Source: an optimization exercise on an open RTL-to-GDS flow (aim: small area). Production flows keep margins and buffers that such runs may drop.
Function not checked in this run: the RTL went through the layout flow alone.
Power figures rest on the tool's default switching activity, not on a simulated workload.

[flow/config.mk]
export PLATFORM = sky130hd
export DESIGN_NAME = cgra_pe_out_stream
export DESIGN_NICKNAME = cgra_pe_out_stream
export VERILOG_FILES = /design/flow/design.v
export SDC_FILE = /design/flow/constraint.sdc
export NUM_CORES = 4
export LEC_CHECK = 0
export CAP_MARGIN = 20
export CORE_AREA = 2.3 2.72 456.08 455.66
export DIE_AREA = 0 0 458.38 458.38
export SLEW_MARGIN = 20
[flow/constraint.sdc]
create_clock -name core_clock -period 6.0 [get_ports {i_clk}]
set_input_delay 1.2000 -clock core_clock [delete_from_list [all_inputs] [get_ports {i_clk}]]
set_output_delay 1.2000 -clock core_clock [all_outputs]
set_load 0.01 [all_outputs]
[flow/design.v]
module cgra_pe_out_stream #(
    parameter int DATA_WIDTH   = 16,
    parameter int NUM_THREADS  = 8,
    parameter int THREAD_W     = 3,
    parameter int IGN_WIDTH    = 16,
    parameter int QTD_WIDTH    = 64,
    parameter int FIFO_AW      = 4,
    parameter int STALL_MARGIN = 4
) (
    input  logic                   i_clk,
    input  logic                   i_rst,
    input  logic                   i_en,
    input  logic                   i_in_valid,
    input  logic [THREAD_W-1:0]    i_in_thread,
    input  logic [DATA_WIDTH-1:0]  i_in_data,
    input  logic                   i_cfg_we,
    input  logic                   i_cfg_sel,
    input  logic [THREAD_W-1:0]    i_cfg_thread,
    input  logic [QTD_WIDTH-1:0]   i_cfg_data,
    output logic                   o_out_valid,
    input  logic                   i_out_ready,
    output logic [DATA_WIDTH-1:0]  o_out_data,
    output logic [THREAD_W-1:0]    o_out_thread,
    output logic                   o_out_last,
    output logic                   o_stall,
    output logic [NUM_THREADS-1:0] o_done,
    output logic                   o_all_done,
    output logic                   o_overflow
);
    localparam int DEPTH = 1 << FIFO_AW;
    typedef struct packed {
        logic                  last;
        logic [THREAD_W-1:0]   thread;
        logic [DATA_WIDTH-1:0] data;
    } entry_t;
    logic [IGN_WIDTH-1:0]   r_ign_lim [NUM_THREADS];
    logic [IGN_WIDTH-1:0]   r_ign_cnt [NUM_THREADS];
    logic [QTD_WIDTH-1:0]   r_qtd_lim [NUM_THREADS];
    logic [QTD_WIDTH-1:0]   r_qtd_cnt [NUM_THREADS];
    logic [NUM_THREADS-1:0] r_armed;
    logic [THREAD_W+DATA_WIDTH:0] r_mem [DEPTH];
    logic [FIFO_AW-1:0]     r_wr_ptr;
    logic [FIFO_AW-1:0]     r_rd_ptr;
    logic [FIFO_AW:0]       r_count;
    logic                   r_overflow;
    logic [NUM_THREADS-1:0] w_done;
    logic [NUM_THREADS-1:0] w_cfg_hit;
    logic [NUM_THREADS-1:0] w_skip;
    logic [NUM_THREADS-1:0] w_acc_t;
    logic                   w_acc;
    logic                   w_last;
    logic                   w_full;
    logic                   w_pop;
    logic                   w_push;
    logic [31:0]            w_free;
    entry_t                 w_head;
    always_comb begin
        w_done    = '0;
        w_cfg_hit = '0;
        w_skip    = '0;
        w_acc_t   = '0;
        for (int t = 0; t < NUM_THREADS; t++) begin
            w_done[t]    = r_armed[t] && (r_qtd_cnt[t] == r_qtd_lim[t]);
            w_cfg_hit[t] = i_cfg_we && (i_cfg_thread == THREAD_W'(t));
            if (i_en && i_in_valid && (i_in_thread == THREAD_W'(t)) && !w_cfg_hit[t]
                && r_armed[t] && !w_done[t]) begin
                w_skip[t]  = r_ign_cnt[t] < r_ign_lim[t];
                w_acc_t[t] = !(r_ign_cnt[t] < r_ign_lim[t]);
            end
        end
    end
    assign w_acc  = |w_acc_t;
    assign w_last = (r_qtd_cnt[i_in_thread] + QTD_WIDTH'(1)) == r_qtd_lim[i_in_thread];
    assign w_full = r_count == (FIFO_AW+1)'(DEPTH);
    assign w_pop  = o_out_valid && i_out_ready;
    assign w_push = w_acc && (!w_full || w_pop);
    assign w_free = 32'(DEPTH) - 32'(r_count);
    assign w_head = r_mem[r_rd_ptr];
    always_ff @(posedge i_clk) begin
        if (i_rst) begin
            r_armed <= '0;
            for (int t = 0; t < NUM_THREADS; t++) begin
                r_ign_lim[t] <= '0;
                r_ign_cnt[t] <= '0;
                r_qtd_lim[t] <= '0;
                r_qtd_cnt[t] <= '0;
            end
        end else begin
            for (int t = 0; t < NUM_THREADS; t++) begin
                if (w_cfg_hit[t]) begin
                    r_ign_cnt[t] <= '0;
                    if (!i_cfg_sel) begin
                        r_ign_lim[t] <= i_cfg_data[IGN_WIDTH-1:0];
                    end else begin
                        r_qtd_lim[t] <= i_cfg_data;
                        r_qtd_cnt[t] <= '0;
                        r_armed[t]   <= 1'b1;
                    end
                end else if (w_skip[t]) begin
                    r_ign_cnt[t] <= r_ign_cnt[t] + IGN_WIDTH'(1);
                end else if (w_acc_t[t]) begin
                    r_qtd_cnt[t] <= r_qtd_cnt[t] + QTD_WIDTH'(1);
                end
            end
        end
    end
    always_ff @(posedge i_clk) begin
        if (i_rst) begin
            r_wr_ptr   <= '0;
            r_rd_ptr   <= '0;
            r_count    <= '0;
            r_overflow <= 1'b0;
        end else begin
            if (w_push) r_wr_ptr <= r_wr_ptr + FIFO_AW'(1);
            if (w_pop)  r_rd_ptr <= r_rd_ptr + FIFO_AW'(1);
            case ({w_push, w_pop})
                2'b10:   r_count <= r_count + (FIFO_AW+1)'(1);
                2'b01:   r_count <= r_count - (FIFO_AW+1)'(1);
                default: r_count <= r_count;
            endcase
            if (w_acc && w_full && !w_pop) r_overflow <= 1'b1;
        end
    end
    always_ff @(posedge i_clk) begin
        if (w_push) r_mem[r_wr_ptr] <= {w_last, i_in_thread, i_in_data};
    end
    assign o_out_valid  = r_count != '0;
    assign o_out_data   = w_head.data;
    assign o_out_thread = w_head.thread;
    assign o_out_last   = w_head.last;
    assign o_stall      = w_free <= 32'(STALL_MARGIN);
    assign o_done       = w_done;
    assign o_all_done   = (|r_armed) && (&(w_done | ~r_armed)) && (r_count == '0);
    assign o_overflow   = r_overflow;
endmodule
[flow/run.sh]
#!/bin/bash
# synth_recipe.tcl (not shown) runs the flow's synth.tcl, then flattens the netlist and writes it again
# the make line also repeats each setting of config.mk as NAME=value (left out here)
make -C /OpenROAD-flow-scripts/flow DESIGN_CONFIG=/design/flow/config.mk WORK_HOME=/design/flow/orfs CLKGATE_MAP_FILE= SYNTH_SCRIPT=/design/flow/synth_recipe.tcl finish
==> flow_metrics.tcl <==
set metrics [dict create \
    status "timing/DRC/antenna clean" \
    startpoint "r_qtd_cnt[4][11]$_SDFFE_PP0P_" \
    post_cts_buffers 0 \
    r2r_cells 20 \
    instances_no_fill 12621 \
    initial_core_util 0.403 \
    tightestPinTransition_ns 1.19 \
    timing.hold.worst.class "reg -> reg" \
    numCtsBuffers 185 \
    drtAntennaViolNets 0 \
    power_mw 26.1 \
    cts_hold_buf 0 \
    post_cts_resize_count 0 \
    grt_antenna_before_repair 24 \
    min_period_ns 5.92 \
    area.growth.synth_to_final_pct 17.4 \
    synth.distinct_cells 105 \
    start_kind "register" \
    fin_crit_sh 0.986 \
    skew_ns 0.0671 \
    critPathMaxFanout 4 \
    rr_endpoint "r_count[4]$_SDFFE_PP0P_" \
    synth_enable_flop_cells 320 \
    port_buffers 124 \
    insertion_delay_ns 0.89 \
    wl_per_cell_um 35.5 \
    yosysTopAreaCellShare 0.317 \
    drt_iter0_drc 9513 \
    cts.path.max_buffers 3 \
    synth_area_um2 82600 \
    grt_pass1_vias 71594 \
    setup.worst_path.end_class "output pin" \
    ys_seq_elements 1626 \
    clkTransAtPathRegs_ns 0.07 \
    final_area_um2 97000 \
    routed_wl_um 448000 \
    yosys_warnings 5 \
    seq_area_frac_synth 0.433 \
    core-area_um2 205000 \
    r2r-start "r_qtd_cnt[4][11]$_SDFFE_PP0P_" \
    viasPerCell 6.04 \
    cp.arrival_ns 4.72 \
    synthTopCellsByArea "dfxtp_1 (32%), edfxtp_1 (12%), xnor2_1 (8.2%)" \
    slew_headroom 0.204 \
    leakage_nw 33.2 \
    grtUsageTotal 0.415 \
    pre_cts_ws_ns -0.497 \
    grt.overflow.total 0 \
    drv_cap 0 \
    placed_cell_area_um2 90400 \
    drt_first_pass_iters 8 \
    power.density_nw_per_um2 269 \
    slew_viol_final 0 \
    yosysTopAreaCell "dfxtp_1" \
    rrSetupSlack_ns 0.24 \
    endpoint "o_done[4]" \
    grt_pass1_wl_um 599000 \
    synthArstFlopShare 0 \
    cts_num_sinks 1626 \
    setup_violations 0 \
    fmax_ghz 0.169 \
    synth_nets 9581 \
    place.gp.congestion 1.10 \
    ios 125 \
    avgSynthCellArea_um2 8.84 \
    vias 76205 \
    ir_drop_uv 307 \
    hpwl_um 350000 \
    setup_slack_ns 0.0846 \
    die_area_um2 210000 \
    rsz0062_at_grt "false" \
    cts_tree "built" \
    die_h_um 458 \
    cts_root_buffer "clkbuf_16" \
    critPathKind "reg -> out" \
    dieWidth_um 458 \
    dp_cells 12260 \
    drc 0 \
    htree_levels 4 \
    grt_max_degree 130 \
    drive_gt1_frac 0.137 \
    finalHoldViolations 0 \
    ys.flop_type "dfxtp_1" \
    cp.required_ns 4.80 \
    nets 10001 \
    synth_cells 9340 \
    rows 166 \
]
==> metal layers <==
| layer | share of wire | wire [µm] | vias up | global-route usage |
|---|---|---|---|---|
| met1 | 0.37 | 166000 | 37522 | 0.491 |
| met5 | 0.00011 | 48 | - | 0 |
| met2 | 0.43 | 194000 | 4331 | 0.638 |
| li1 | - | - | 32994 | - |
| met3 | 0.078 | 35100 | 1350 | 0.0764 |
| met4 | 0.12 | 51700 | 8 | 0.382 |
==> sequential cells by signal (all words and copies together) (netlist names), named ones only <==
| signal | cells |
|---|---|
| r_qtd_cnt | 512 |
| r_overflow | 1 |
| r_ign_cnt | 128 |
| r_ign_lim | 128 |
| r_wr_ptr | 4 |
| r_armed | 8 |
| r_rd_ptr | 4 |
| r_count | 5 |
| r_mem | 320 |
| r_qtd_lim | 512 |
==> worst max-delay path, cell delays in order (launching register included) <==
cell	delay, ns
dfxtp_1	0.39
xnor2_1	0.76
nand4_1	0.48
nor4_1	0.47
nand4_1	0.16
buf_4	0.23
nor2_1	0.50
clkdlybuf4s50_1	0.82
==> area by class of cell <==
type | count | area [µm²]
timing repair buffer | 851 | 7150
inverter | 263 | 990
clock inverter | 89 | 1200
antenna | 13 | 32.5
tap | 2688 | 3360
multi-input combinational | 6833 | 43200
sequential | 1626 | 35800
fill | 19799 | 108000
clock buffer | 258 | 5260
==> placed cells by master (no fill, tap or decap), types with 40 or more instances in the layout <==
master              n
xnor2_1           772
buf_12             40
nor2_1            815
o22ai_1           103
or3_1              99
inv_1             260
edfxtp_1          320
a221oi_1           61
ha_1              147
nand3_1           241
nor2b_1            60
buf_4             687
clkbuf_16         186
clkdlybuf4s50_1   105
mux2_2             48
mux4_2            139
nor3_1            103
nand4_1           252
and4_1             49
xor2_1            362
dfxtp_1          1303
mux2i_1           184
o21ai_0           154
and3_1            123
nand2b_1           49
a21oi_1           827
nand2_1          1669
a21o_1             44
nor4_1             65
==> worst min-delay path by stage <==
stage,startpoint,end,cells after the start
5_1_grt,r_ign_lim[3][2]$_SDFFE_PP0P_,r_ign_lim[3][2]$_SDFFE_PP0P_,2
6_report,r_ign_lim[5][8]$_SDFFE_PP0P_,r_ign_lim[5][8]$_SDFFE_PP0P_,2
2_1_floorplan,r_ign_lim[0][10]$_SDFFE_PP0P_,r_ign_lim[0][10]$_SDFFE_PP0P_,2
3_3_place_gp,r_ign_lim[5][7]$_SDFFE_PP0P_,r_ign_lim[5][7]$_SDFFE_PP0P_,2
3_5_place_dp,r_ign_lim[7][13]$_SDFFE_PP0P_,r_ign_lim[7][13]$_SDFFE_PP0P_,2
4_1_cts,r_ign_lim[7][13]$_SDFFE_PP0P_,r_ign_lim[7][13]$_SDFFE_PP0P_,2
==> synthesized netlist by cell type (107+ instances only) <==
cell type,instances
clkbuf_1,414
and3_1,124
nand2_1,1677
nand3_1,241
mux4_2,139
edfxtp_1,320
a21oi_1,827
nor3_1,107
nand4_1,252
ha_1,147
dfxtp_1,1306
xnor2_1,772
xor2_1,362
mux2i_1,184
o21ai_0,156
nor2_1,831
inv_1,261
==> metrics by stage <==
stage          setup TNS (ns)   util  hold slack (ns)
2_1_floorplan               0      -            0.436
3_3_place_gp            -8.83  0.442            0.442
3_5_place_dp            -7.94  0.442            0.447
4_1_cts                     0  0.473            0.455
5_1_grt                     0  0.473            0.465
6_report                    0  0.473            0.454
==> power breakdown <==
part	switching [mW]	internal [mW]	total, mW
logic	1.65	1.01	2.66
registers	0.174	11.2	11.4
clock network	5.08	6.99	12.1
==> cells by family (layout without fill, tap and decap cells) <==
group,Yosys count,count (layout),synth area share
muxes,374,374,0.0672
buffers and inverters,881,1461,0.0463
AOI/OAI and AO/OA,1462,1462,0.106
xor gates and xnor gates,1134,1134,0.120
other,0,13,0
and+or+nand+nor,3715,3715,0.204
DFF,1626,1626,0.433
adders and majority gates,148,148,0.0225

-- afterwards: timing with drivers on the ports --
The results above use ideal ports. As a check the final layout listed here was re-extracted and re-timed, cells and wires unchanged. Step 1: set_driving_cell puts a clkbuf_16 on i_clk and a buf_2 on each other input, an assumption about the parent block. Step 2 also shifts input and output timing later by t, the mid clock arrival at the registers, as if the neighbouring blocks saw the same clock. Slacks: ideal / step 1 / step 2; pairs: ideal / step 1.
shift t [ns]: 0.957
setup slack, ns: 0.085 / -0.020 / -0.659
worst hold slack (ns): 0.454 / 0.454 / 0.454
clock arrival spread, ns: 0.067 / 0.067
cell pins on the clock port's net: 1
With both steps, setup timing fails in this run, where it was met with ideal ports. The setup slack of this run moves by -0.105 ns with the drivers and by -0.744 ns with both steps.
